From an optimization exercise on the open Yosys and OpenROAD flow, aimed at small area and a short achievable clock period; shortcuts taken in it are not production practice.
The RTL was checked by simulation tests, not by an equivalence proof against the original design.
Power is estimated from default activity; no workload was simulated.

## job 4476
## mips_core
module mips_core #(
  parameter logic [31:0] RESET_PC = 32'hbfc0_0000
) (
  input  logic            clk,
  input  logic            reset_i,
  input  logic            stall_i,
  output logic [31:0]     rom_addr_o,
  input  logic [31:0]     rom_read_data_i,
  output logic            debug_wb_en_o,
  output logic [4:0]      debug_wb_addr_o,
  output logic [31:0]     debug_wb_data_o,
  output logic [31:0]     debug_wb_pc_o
);
  wire adv = ~stall_i;
  logic [29:0] pc_q, wpc_q;
  always_ff @(posedge clk) begin
    if (reset_i) begin
      pc_q  <= RESET_PC[31:2];
      wpc_q <= RESET_PC[31:2] - 30'd3;
    end else if (adv) begin
      pc_q  <= pc_q + 30'd1;
      wpc_q <= wpc_q + 30'd1;
    end
  end
  assign rom_addr_o    = {pc_q, 2'b00};
  assign debug_wb_pc_o = {wpc_q, 2'b00};
  logic [31:0] f_inst;
  logic        f_valid;
  always_ff @(posedge clk) begin
    if (reset_i)  f_valid <= 1'b0;
    else if (adv) f_valid <= 1'b1;
  end
  logic [3:0] f_rs_hi, f_rt_hi;
  logic [7:0] f_rs_lo, f_rt_lo;
  always_ff @(posedge clk) begin
    if (adv) begin
      f_inst  <= rom_read_data_i;
      f_rs_hi <= 4'b1 << rom_read_data_i[25:24];
      f_rs_lo <= 8'b1 << rom_read_data_i[23:21];
      f_rt_hi <= 4'b1 << rom_read_data_i[20:19];
      f_rt_lo <= 8'b1 << rom_read_data_i[18:16];
    end
  end
  ...
Size in the first run: about 1,200 flip-flops, ~140 I/O pins.
==> flow/config.mk <==
export PLATFORM = sky130hd
export DESIGN_NAME = mips_core
export DESIGN_NICKNAME = mips_core
export VERILOG_FILES = /design/flow/design.v
export SDC_FILE = /design/flow/constraint.sdc
export NUM_CORES = 4
export LEC_CHECK = 0
export ABC_AREA = 1
export CAP_MARGIN = 20
export CELL_PAD_IN_SITES_DETAIL_PLACEMENT = 1
export CELL_PAD_IN_SITES_GLOBAL_PLACEMENT = 1
export CORE_MARGIN = 2
export CORE_UTILIZATION = 34
export CTS_CLUSTER_DIAMETER = 60
export CTS_CLUSTER_SIZE = 24
export PLACE_DENSITY = 0.55
export SETUP_SLACK_MARGIN = 2.1
export SLEW_MARGIN = 20
export TNS_END_PERCENT = 20
==> flow/constraint.sdc <==
create_clock -name core_clock -period 4.8 [get_ports {clk}]
set_input_delay 0.9600 -clock core_clock [delete_from_list [all_inputs] [get_ports {clk}]]
set_output_delay 0.9600 -clock core_clock [all_outputs]
set_load 0.01 [all_outputs]
run.sh (not shown) runs the stock make flow with config.mk's settings and CLKGATE_MAP_FILE= SYNTH_SCRIPT=/design/flow/synth_recipe.tcl, a recipe that flattens the netlist after the stock synthesis.
For job 6359, these inputs were changed with respect to job 4476:
Settings: a change of SETUP_SLACK_MARGIN from 2.1 to 2.0.
Results
- Of job 6359 and job 4476, job 4476 shows the lower portion of total power attributed to the clock network, with job 6359 above it.
- Job 6359 vs job 4476 — least setup slack across all paths after layout rose 54 ps.
- Job 6359 and job 4476 ended up with nearly the same register clock-pin slew on the reported worst setup and hold paths.
- Between job 6359 and job 4476, count of TritonRoute iterations in the first routing pass is lower for job 4476, job 6359 comes in above that.
- Job 6359 vs job 4476: post-layout total power down slightly
- Job 6359 ends up with lower overall routing resource usage than job 4476 does.
- Relative to job 4476, the total wire length after detailed routing of job 6359 is lower by 16,000 microns.
- Re met1 track utilization from global routing: job 6359 and job 4476 aren't equal, and the higher value belongs to job 4476.
- Cmp job 6359 and job 4476 / routed length on met1 / lower: job 6359
Inputs modified between job 6359 and job 7206:
Settings: changing TNS_END_PERCENT from 20 to 30; changing SETUP_SLACK_MARGIN from 2.0 to 2.2.
## What came out
Relative to job 6359, the combined area of the multi-input logic cells measured on job 7206 has increased by a few percent. Job 6359 -> job 7206: total power increased by a few percent. Density: job 7206 denser than job 6359. Re fill cell total of the finished layout: job 7206 is 167 down on job 6359. Job 7206 vs job 6359: final critical-path required period up.
#### Input delta (job 3717 over job 7206)
Settings: SETUP_SLACK_MARGIN changed from 2.2 to 1.9; TNS_END_PERCENT changed from 30 to 10; PLACE_DENSITY changed from 0.55 to 0.6; CORE_UTILIZATION changed from 34 to 38.
==> run summary <==
Job 3717 vs job 7206, type of the worst setup path: register to output port vs register to register
Going from job 7206 to job 3717, overall power after layout fell 4.3%, via count shrank by 2,551, switching part of the total dropped 0.62 points, number of fill cells fell by about 9%.
[job 3717 vs job 7206] routing usage on met2: higher in job 3717
Initial cell density of the core: job 3717 vs job 7206 up 3.9 points
Count of clock-buffer cells in the layout: job 3717 vs job 7206 down 3
Master of the slowest instance on the critical path: edfxtp_1 -> job 3717, nand3b_1 -> job 7206
Final design instance area without fill in job 3717 is 0.0060 sq mm lower than in job 7206
The critical path depth in job 3717 sits 10 below the value recorded for job 7206.
Job 3717 improves on job 7206 in wire length of the first global-routing pass.
Non-clock buffer count in job 3717 vs job 7206: down 264

== before ==
Another version of the RTL of mips_core (not shown whole).
Size in the first run: roughly 6,000 cells after synthesis, about 1,300 flip-flops, about 140 I/O pins, roughly 61,000 um^2 of cells after synthesis.
// mips_core
module mips_core #(
  parameter logic [31:0] RESET_PC = 32'hbfc0_0000
) (
  input  logic            clk,
  input  logic            reset_i,
  input  logic            stall_i,
  output logic [31:0]     rom_addr_o,
  input  logic [31:0]     rom_read_data_i,
  output logic            debug_wb_en_o,
  output logic [4:0]      debug_wb_addr_o,
  output logic [31:0]     debug_wb_data_o,
  output logic [31:0]     debug_wb_pc_o
);
  wire adv = ~stall_i;
  logic [29:0] pc_q, wpc_q;
  always_ff @(posedge clk) begin
    if (reset_i) begin
      pc_q  <= RESET_PC[31:2];
      wpc_q <= RESET_PC[31:2] - 30'd3;
    end else if (adv) begin
      pc_q  <= pc_q + 30'd1;
      wpc_q <= wpc_q + 30'd1;
    end
  end
  assign rom_addr_o    = {pc_q, 2'b00};
  assign debug_wb_pc_o = {wpc_q, 2'b00};
  logic [31:0] f_inst;
  logic        f_valid;
  always_ff @(posedge clk) begin
    if (reset_i)  f_valid <= 1'b0;
    else if (adv) f_valid <= 1'b1;
  end
  logic [3:0] f_rs_hi, f_rt_hi;
  logic [7:0] f_rs_lo, f_rt_lo;
  always_ff @(posedge clk) begin
    if (adv) begin
      f_inst  <= rom_read_data_i;
      f_rs_hi <= 4'b1 << rom_read_data_i[25:24];
      f_rs_lo <= 8'b1 << rom_read_data_i[23:21];
      f_rt_hi <= 4'b1 << rom_read_data_i[20:19];
      f_rt_lo <= 8'b1 << rom_read_data_i[18:16];
    end
  end
  wire [5:0]  op  = f_inst[31:26];
  wire [5:0]  fn  = f_inst[5:0];
  wire [4:0]  rs  = f_inst[25:21];
  wire [4:0]  rt  = f_inst[20:16];
  wire [4:0]  rd  = f_inst[15:11];
  wire [4:0]  sh  = f_inst[10:6];
  wire [15:0] imm = f_inst[15:0];
  wire special = (op == 6'h00);
  wire d_sll   = special & (fn == 6'h00);
  wire d_srl   = special & (fn == 6'h02);
  wire d_addu  = special & (fn == 6'h21);
  wire d_subu  = special & (fn == 6'h23);
  ...
clock: 4.8 ns
lec_check: 0
abc_area: 1
cap_margin: 20
cell_pad_in_sites_detail_placement: 1
cell_pad_in_sites_global_placement: 1
core_margin: 2
core_utilization: 38
cts_cluster_diameter: 60
cts_cluster_size: 24
place_density: 0.6
setup_slack_margin: 1.9
slew_margin: 20
tns_end_percent: 10
The inputs of after differ from those of before as listed below.
- a change of PLACE_DENSITY from 0.6 to 0.5
- a change of CORE_UTILIZATION from 38 to 30
- a deleted CELL_PAD_IN_SITES_GLOBAL_PLACEMENT that had been 1
Findings:
Going from before to after, the worst-case setup margin in the final layout was found to have gone up by 0.015 ns.
Of after and before, it is after that has the higher via count of the first global-routing pass.
On arrival time of data at the critical path endpoint, the higher figure sits with before, not after.
Going from before to after, combinational share of power shows an increase of 0.2 points, wire length shows an increase of 1.7%, via count shows an increase of about 0.9%.

[re-timing with driven ports]
In the flow no input, the clock included, has a driving cell. The finished layouts below were timed again as built, in two steps.
Step 1 (the two cells are an assumption about what drives the block):
set clk [get_ports {clk}]
set_driving_cell -lib_cell sky130_fd_sc_hd__clkbuf_16 $clk
set_driving_cell -lib_cell sky130_fd_sc_hd__buf_2 [delete_from_list [all_inputs] $clk]
Step 2 moves the port delays by t, midway between the first and last clock arrival at a register: inputs arrive t later, outputs are due t later. That takes back most of the time a late clock gives input paths.
Three values: ideal, step 1, step 2; two values: the first two.
run | t, ns | setup WS [ns] | hold slack, ns
job 4476 | 0.876 | 1.774 / 1.774 / 1.489 | 0.482 / 0.482 / 0.482
job 6359 | 0.885 | 1.828 / 1.828 / 1.469 | 0.476 / 0.476 / 0.476
job 7206 | 0.885 | 1.751 / 1.751 / 1.539 | 0.475 / 0.475 / 0.475
job 3717 | 0.869 | 1.565 / 1.470 / 1.251 | 0.477 / 0.477 / 0.477
before | 0.859 | 1.631 / 1.631 / 1.265 | 0.479 / 0.479 / 0.479
after | 0.876 | 1.646 / 1.646 / 1.234 | 0.479 / 0.479 / 0.479
After both steps setup and hold are still met in every run listed. The setup slack of after, which loses most, moves by 0.000 ns with the drivers and by -0.412 ns with both steps.
